Background: an optimization exercise with open tools, aiming at small area, a short achievable clock period and few clock cycles. Do not read the settings as production practice. Where RTL was checked, it was by simulation tests only, not by an equivalence proof against the original. Power figures rest on the tool's default switching activity, not on a simulated workload.

Setup of alpha:
==> flow/design.v <==
module read_bmap_row #(
    parameter int DATA_WIDTH  = 32,
    parameter int ADDR_WIDTH  = 32,
    parameter int PIXEL_WIDTH = 16,
    parameter int PIPE_LEN    = 8     
) (
    input  logic                   aclk,
    input  logic                   areset,
    input  logic                   req,
    input  logic [ADDR_WIDTH-1:0]  fb_base_in,
    input  logic [31:0]            wmod_in,
    input  logic [31:0]            xcur_in,
    input  logic [31:0]            ycur_in,
    input  logic [31:0]            hdx_in,
    input  logic [31:0]            hdy_in,
    input  logic [31:0]            cnt_in,
    output logic                   mem_req,
    output logic                   mem_we,
    output logic [ADDR_WIDTH-1:0]  mem_addr,
    output logic [DATA_WIDTH-1:0]  mem_wdata,
    input  logic [DATA_WIDTH-1:0]  mem_rdata,
    input  logic                   mem_resp,
    output logic [PIXEL_WIDTH-1:0] pixel,
    output logic                   pix_valid,
    input  logic                   pix_ready,
    output logic                   pix_last,
    output logic                   busy,
    output logic                   done
);
    localparam int AW = $clog2(PIPE_LEN);
    localparam int RN = PIPE_LEN - 1;        
    localparam int RW = $clog2(RN);
    logic        r_init;    
    logic        r_mac;     
    logic        r_slow;    
    logic        r_run;     
    logic        r_zero;    
    logic        r_drain;   
    logic        r_busy;
    logic        r_done;
    logic        r_mem_req;
    logic [31:0] r_x;       
    logic [31:0] r_y;       
    logic [31:0] r_hdx;
    logic [31:0] r_hdy;
    logic [31:0] r_w;       
    logic [31:0] r_p;       
    logic [31:0] r_r;       
    logic [31:0] r_cnt;     
    logic        r_last;    
    logic [16:0] r_m;       
    logic        r_mp;      
    logic        r_dp, r_dm;          
    logic        r_fast;              
    logic        r_fc, r_fco;         
    logic        r_sw1, r_sw2, r_sr1, r_sr2, r_inv;
    logic [PIXEL_WIDTH-1:0] r_od;     
    logic                   r_ov;     
    logic                   r_ol;     
    logic [PIXEL_WIDTH-1:0] r_dat [RN];
    logic [RW:0]            r_rp;     
    logic [RW:0]            r_hp;     
    logic [PIPE_LEN-1:0]    r_up;
    logic [AW:0]            r_wp;     
    logic [AW:0]            r_rc;     
    logic [AW:0]            r_occ;    
    logic                   r_full;   
    function automatic logic [31:0] pfx_add32(input logic [31:0] a, input logic [31:0] b,
                                              input logic cin);
        logic [31:0] p, g, gg, pp, ng, np;
        p  = a ^ b;
        g  = a & b;
        gg = {g[31:1], g[0] | (p[0] & cin)};
        pp = p;
        for (int d = 1; d < 32; d = d * 2) begin
            ng = gg;
            np = pp;
            for (int i = d; i < 32; i++) begin
                ng[i] = gg[i] | (pp[i] & gg[i-d]);
                np[i] = pp[i] & pp[i-d];
            end
            gg = ng;
            pp = np;
        end
        pfx_add32 = p ^ {gg[30:0], cin};
    endfunction
    logic [32:0] w_ysum;
    logic        w_c, w_co;
    logic        w_hz, w_hm, w_hp1;
    logic        w_dz, w_dp, w_dm;
    assign w_ysum = {1'b0, r_y} + {1'b0, r_hdy};
    assign w_co   = w_ysum[32];
    assign w_c    = w_ysum[16] ^ r_y[16] ^ r_hdy[16];
    assign w_hz   = (r_hdy[31:16] == 16'h0000);
    assign w_hm   = (r_hdy[31:16] == 16'hFFFF);
    assign w_hp1  = (r_hdy[31:16] == 16'h0001);
    assign w_dz   = (w_hz && !w_c) || (w_hm && w_c);
    assign w_dp   = (w_hz && w_c && !w_co) || (w_hp1 && !w_c && !w_co);
    assign w_dm   = w_hm && !w_c && w_co;
    logic [15:0] w_s;
    assign w_s = r_hdy[31:16] + {15'd0, r_fc};
    logic w_issue, w_pop, w_mlast, w_mul_any, w_plast;
    assign w_issue   = r_run && !r_full;
    assign w_pop     = r_ov && pix_ready;
    assign w_plast   = r_ol;
    assign w_mul_any = r_init || r_mac || r_slow;
    assign w_mlast   = (r_m[16:1] == 16'h0000) || (r_m[16:1] == 16'hFFFF);
    logic [31:0] w_mul;
    logic [31:0] w_op;
    logic [31:0] w_pnext;
    assign w_mul   = r_mac ? r_r : r_w;
    assign w_op    = ({32{r_sw1}} & r_w) | ({32{r_sw2}} & {r_w[30:0], 1'b0})
                   | ({32{r_sr1}} & r_r) | ({32{r_sr2}} & {r_r[30:0], 1'b0});
    assign w_pnext = pfx_add32(r_p, w_op ^ {32{r_inv}}, r_inv);
    logic [2:0] w_dig;
    logic       w_dig_r, w_dig_on;
    logic       w_ndp, w_ndm;
    assign w_ndp = (r_init || w_issue) ? w_dp : r_dp;
    assign w_ndm = (r_init || w_issue) ? w_dm : r_dm;
    always_comb begin
        w_dig_on = 1'b1;
        w_dig_r  = 1'b0;
        w_dig    = 3'b000;
        if (!r_busy) begin
            w_dig = {ycur_in[17:16], 1'b0};
        end else if (w_mul_any && !w_mlast) begin
            w_dig   = r_m[3:1];
            w_dig_r = 1'b1;
        end else if (w_issue && !r_last && !r_fast) begin
            w_dig = {w_s[1:0], 1'b0};
        end else begin
            w_dig_on = 1'b0;
        end
    end
    logic [31:0] w_byte;
    assign w_byte = r_p + {15'd0, r_x[31:16], 1'b0};
    function automatic logic [RW:0] rinc(input logic [RW:0] p);
        rinc = (p[RW-1:0] == RW'(RN - 1)) ? {~p[RW], {RW{1'b0}}} : p + 1'b1;
    endfunction
    logic [PIXEL_WIDTH-1:0] w_half;
    logic w_rempty, w_resp_o, w_resp_ring, w_ring_o, w_ov_n, w_drain_n, w_ol_n;
    logic [RW:0] w_rp_n, w_hp_n;
    logic [AW:0] w_wp_n, w_rc_n, w_occ_n;
    assign w_half      = r_up[r_rc[AW-1:0]] ? mem_rdata[31:16] : mem_rdata[15:0];
    assign w_rempty    = (r_rp == r_hp);
    assign w_resp_o    = mem_resp && w_rempty && (!r_ov || w_pop);
    assign w_resp_ring = mem_resp && !w_resp_o;
    assign w_ring_o    = w_pop && !w_rempty;
    assign w_ov_n      = (r_ov && !w_pop) || w_ring_o || w_resp_o;
    assign w_rp_n      = w_resp_ring ? rinc(r_rp) : r_rp;
    assign w_hp_n      = w_ring_o ? rinc(r_hp) : r_hp;
    assign w_wp_n      = r_wp + {{AW{1'b0}}, w_issue};
    assign w_rc_n      = r_rc + {{AW{1'b0}}, mem_resp};
    assign w_occ_n     = r_occ + {{AW{1'b0}}, w_issue} - {{AW{1'b0}}, w_pop};
    assign w_drain_n   = (w_pop && r_ol) ? 1'b0 : (r_drain || (w_issue && r_last));
    assign w_ol_n      = w_ov_n && w_drain_n && (w_rp_n == w_hp_n) && (w_rc_n == w_wp_n);
    always_ff @(posedge aclk) begin
        if (areset) begin
            r_init    <= 1'b0;
            r_mac     <= 1'b0;
            r_slow    <= 1'b0;
            r_run     <= 1'b0;
            r_zero    <= 1'b0;
            r_drain   <= 1'b0;
            r_ov      <= 1'b0;
            r_ol      <= 1'b0;
            r_rc      <= '0;
            r_occ     <= '0;
            r_busy    <= 1'b0;
            r_done    <= 1'b0;
            r_mem_req <= 1'b0;
            r_wp      <= '0;
            r_rp      <= '0;
            r_hp      <= '0;
            r_full    <= 1'b0;
        end else begin
            r_mem_req <= w_issue;
            r_wp      <= w_wp_n;
            r_rc      <= w_rc_n;
            r_rp      <= w_rp_n;
            r_hp      <= w_hp_n;
            r_occ     <= w_occ_n;
            r_full    <= (w_occ_n == (AW+1)'(PIPE_LEN));
            r_ov      <= w_ov_n;
            r_ol      <= w_ol_n;
            r_drain   <= w_drain_n;
            r_done    <= (w_pop && w_plast) || r_zero;
            if ((w_pop && w_plast) || r_zero) r_busy <= 1'b0;
            else if (req) r_busy <= 1'b1;
            r_init <= !r_busy && req && (cnt_in != 32'd0);
            r_zero <= !r_busy && req && (cnt_in == 32'd0);
            if (w_mul_any) begin
                r_mac <= !w_mlast;
                r_run <= w_mlast;
            end
            r_slow <= w_issue && !r_last && !r_fast;
            if (w_issue && (r_last || !r_fast)) r_run <= 1'b0;
        end
    end
    always_ff @(posedge aclk) begin
        if (!r_busy) begin
            r_x    <= xcur_in;
            r_y    <= ycur_in;
            r_hdx  <= hdx_in;
            r_hdy  <= hdy_in;
            r_w    <= wmod_in;
            r_p    <= fb_base_in;
            r_r    <= wmod_in;
            r_cnt  <= cnt_in;
            r_last <= (cnt_in == 32'd1);
            r_m    <= {1'b0, ycur_in[31:16]};
            r_mp   <= 1'b0;
        end else begin
            if (w_mul_any) begin
                r_p  <= w_pnext;
                r_r  <= {w_mul[29:0], 2'b00};
                r_m  <= {{2{r_m[16]}}, r_m[16:2]};
                r_mp <= r_m[1];
            end
            if (r_init || w_issue) begin
                r_y    <= w_ysum[31:0];
                r_fc   <= w_c;
                r_fco  <= w_co;
                r_dp   <= w_dp;
                r_dm   <= w_dm;
                r_fast <= w_dz || w_dp || w_dm;
            end
            if (w_issue) begin
                r_x    <= r_x + r_hdx;
                r_cnt  <= r_cnt - 32'd1;
                r_last <= (r_cnt == 32'd2);
                r_r    <= {2'b00, w_byte[31:2]};
                if (r_fast) r_p <= w_pnext;
                r_m    <= {r_fco, w_s};
                r_mp   <= 1'b0;
            end
        end
    end
    always_ff @(posedge aclk) begin
        if (w_dig_on) begin
            r_sw1 <= !w_dig_r && (w_dig[1] ^ w_dig[0]);
            r_sr1 <=  w_dig_r && (w_dig[1] ^ w_dig[0]);
            r_sw2 <= !w_dig_r && ((w_dig[2] && !w_dig[1] && !w_dig[0]) || (!w_dig[2] && w_dig[1] && w_dig[0]));
            r_sr2 <=  w_dig_r && ((w_dig[2] && !w_dig[1] && !w_dig[0]) || (!w_dig[2] && w_dig[1] && w_dig[0]));
            r_inv <= w_dig[2] && !(w_dig[1] && w_dig[0]);
        end else begin
            r_sw1 <= w_ndp || w_ndm;
            r_sr1 <= 1'b0;
            r_sw2 <= 1'b0;
            r_sr2 <= 1'b0;
            r_inv <= w_ndm;
        end
    end
    always_ff @(posedge aclk) begin
        if (w_issue) begin
            r_up[r_wp[AW-1:0]]  <= w_byte[1];
        end
        if (w_resp_ring) r_dat[r_rp[RW-1:0]] <= w_half;
        if (w_ring_o)    r_od <= r_dat[r_hp[RW-1:0]];
        else if (w_resp_o) r_od <= w_half;
    end
    assign mem_req   = r_mem_req;
    assign mem_addr  = {2'b00, r_r[29:0]};
    assign mem_we    = 1'b0;
    assign mem_wdata = '0;
    assign pixel     = r_od;
    assign pix_valid = r_ov;
    assign pix_last  = w_plast;
    assign busy      = r_busy;
    assign done      = r_done;
endmodule
clock: 8.0 ns
lec_check: 0
cap_margin: 20
core_margin: 2
core_utilization: 65
cts_buf_list: sky130_fd_sc_hd__clkbuf_4 sky130_fd_sc_hd__clkbuf_8
setup_slack_margin: 4.5
slew_margin: 20
standard.sh (not shown) runs the stock make flow with config.mk's settings and CLKGATE_MAP_FILE= SYNTH_SCRIPT=/design/flow/synth_recipe.tcl, a recipe that flattens the netlist after the stock synthesis.
==> flow/flow/run.sh <==
#!/bin/bash
# Standard layout, with the port buffers made of the smallest buffer cell.
cp standard.sh standard.sh.log.txt 2>/dev/null
export BUFFER_PORTS_ARGS="-buffer_cell sky130_fd_sc_hd__buf_1"
bash standard.sh > standard.log 2>&1
Modified inputs, beta compared to alpha
--- a/flow/design.v
+++ b/flow/design.v
@@ -65,7 +65,7 @@
     logic [AW:0]            r_rc;     
     logic [AW:0]            r_occ;    
     logic                   r_full;   
-    function automatic logic [31:0] pfx_add32(input logic [31:0] a, input logic [31:0] b,
+    function automatic logic [32:0] pfx_add32(input logic [31:0] a, input logic [31:0] b,
                                               input logic cin);
         logic [31:0] p, g, gg, pp, ng, np;
         p  = a ^ b;
@@ -82,13 +82,13 @@
             gg = ng;
             pp = np;
         end
-        pfx_add32 = p ^ {gg[30:0], cin};
+        pfx_add32 = {gg[31], p ^ {gg[30:0], cin}};
     endfunction
     logic [32:0] w_ysum;
     logic        w_c, w_co;
     logic        w_hz, w_hm, w_hp1;
     logic        w_dz, w_dp, w_dm;
-    assign w_ysum = {1'b0, r_y} + {1'b0, r_hdy};
+    assign w_ysum = pfx_add32(r_y, r_hdy, 1'b0);
     assign w_co   = w_ysum[32];
     assign w_c    = w_ysum[16] ^ r_y[16] ^ r_hdy[16];
     assign w_hz   = (r_hdy[31:16] == 16'h0000);
@@ -111,7 +111,9 @@
     assign w_mul   = r_mac ? r_r : r_w;
     assign w_op    = ({32{r_sw1}} & r_w) | ({32{r_sw2}} & {r_w[30:0], 1'b0})
                    | ({32{r_sr1}} & r_r) | ({32{r_sr2}} & {r_r[30:0], 1'b0});
-    assign w_pnext = pfx_add32(r_p, w_op ^ {32{r_inv}}, r_inv);
+    logic [32:0] w_psum;
+    assign w_psum  = pfx_add32(r_p, w_op ^ {32{r_inv}}, r_inv);
+    assign w_pnext = w_psum[31:0];
     logic [2:0] w_dig;
     logic       w_dig_r, w_dig_on;
     logic       w_ndp, w_ndm;
@@ -133,7 +135,10 @@
         end
     end
     logic [31:0] w_byte;
-    assign w_byte = r_p + {15'd0, r_x[31:16], 1'b0};
+    logic [32:0] w_bsum, w_xsum;
+    assign w_bsum = pfx_add32(r_p, {15'd0, r_x[31:16], 1'b0}, 1'b0);
+    assign w_byte = w_bsum[31:0];
+    assign w_xsum = pfx_add32(r_x, r_hdx, 1'b0);
     function automatic logic [RW:0] rinc(input logic [RW:0] p);
         rinc = (p[RW-1:0] == RW'(RN - 1)) ? {~p[RW], {RW{1'b0}}} : p + 1'b1;
     endfunction
@@ -226,7 +231,7 @@
                 r_fast <= w_dz || w_dp || w_dm;
             end
             if (w_issue) begin
-                r_x    <= r_x + r_hdx;
+                r_x    <= w_xsum[31:0];
                 r_cnt  <= r_cnt - 32'd1;
                 r_last <= (r_cnt == 32'd2);
                 r_r    <= {2'b00, w_byte[31:2]};
- The higher total CTS buffers came out of alpha.
- Summary of beta over alpha: met2 demand-to-capacity share in global routing now larger, hold slack has decreased.
- alpha vs beta, leading power group: sequential cells vs combinational cells
- Summary of beta over alpha: setup slack of the critical path after layout up 0.022 ns, sum of internal, switching and leakage power rose by 1.3%.
- Re largest net degree at the start of global routing: alpha and beta aren't equal, and the lower value belongs to alpha.
- Aggregate global-route resource usage delta for beta relative to alpha: 0.65 points lower
- beta: count of cell types in the netlist 2 above alpha
- Power dissipated in combinational cells: beta > alpha
- | non-clock buffer contribution to total cell area | alpha vs beta | ≈ equal |
Testbench counts of beta, summed over its fixed seeds: cycles 30,306.
The RTL of alpha was laid out without a check of its function.

[static timing again, ports no longer ideal]
No port has a modelled driver above. Below, the same layouts with a new extraction and two added sets of constraints. Step 1, drivers: a clkbuf_16 drives aclk and a buf_2 each remaining input, both assumed. Step 2 moves the port delays by t, midway between the first and last clock arrival at a register: inputs arrive t later, outputs are due t later. That takes back most of the time a late clock gives input paths. a / b / c = ideal ports / drivers / drivers and shift; a / b = the first two.
run | t, ns | slack for setup (ns) | hold slack, ns | latest minus earliest clock arrival (ns) | slew at the worst register clock pin (ns)
alpha | 0.706 | 4.573 / 4.573 / 4.233 | 0.520 / 0.520 / 0.520 | 0.034 / 0.034 | 0.07 / 0.07
beta | 0.684 | 4.595 / 4.595 / 4.231 | 0.506 / 0.506 / 0.506 | 0.033 / 0.032 | 0.07 / 0.07
After both steps every run listed still meets setup and hold. For beta, which loses most, drivers alone change the setup slack by 0.000 ns; drivers and shift together by -0.364 ns.
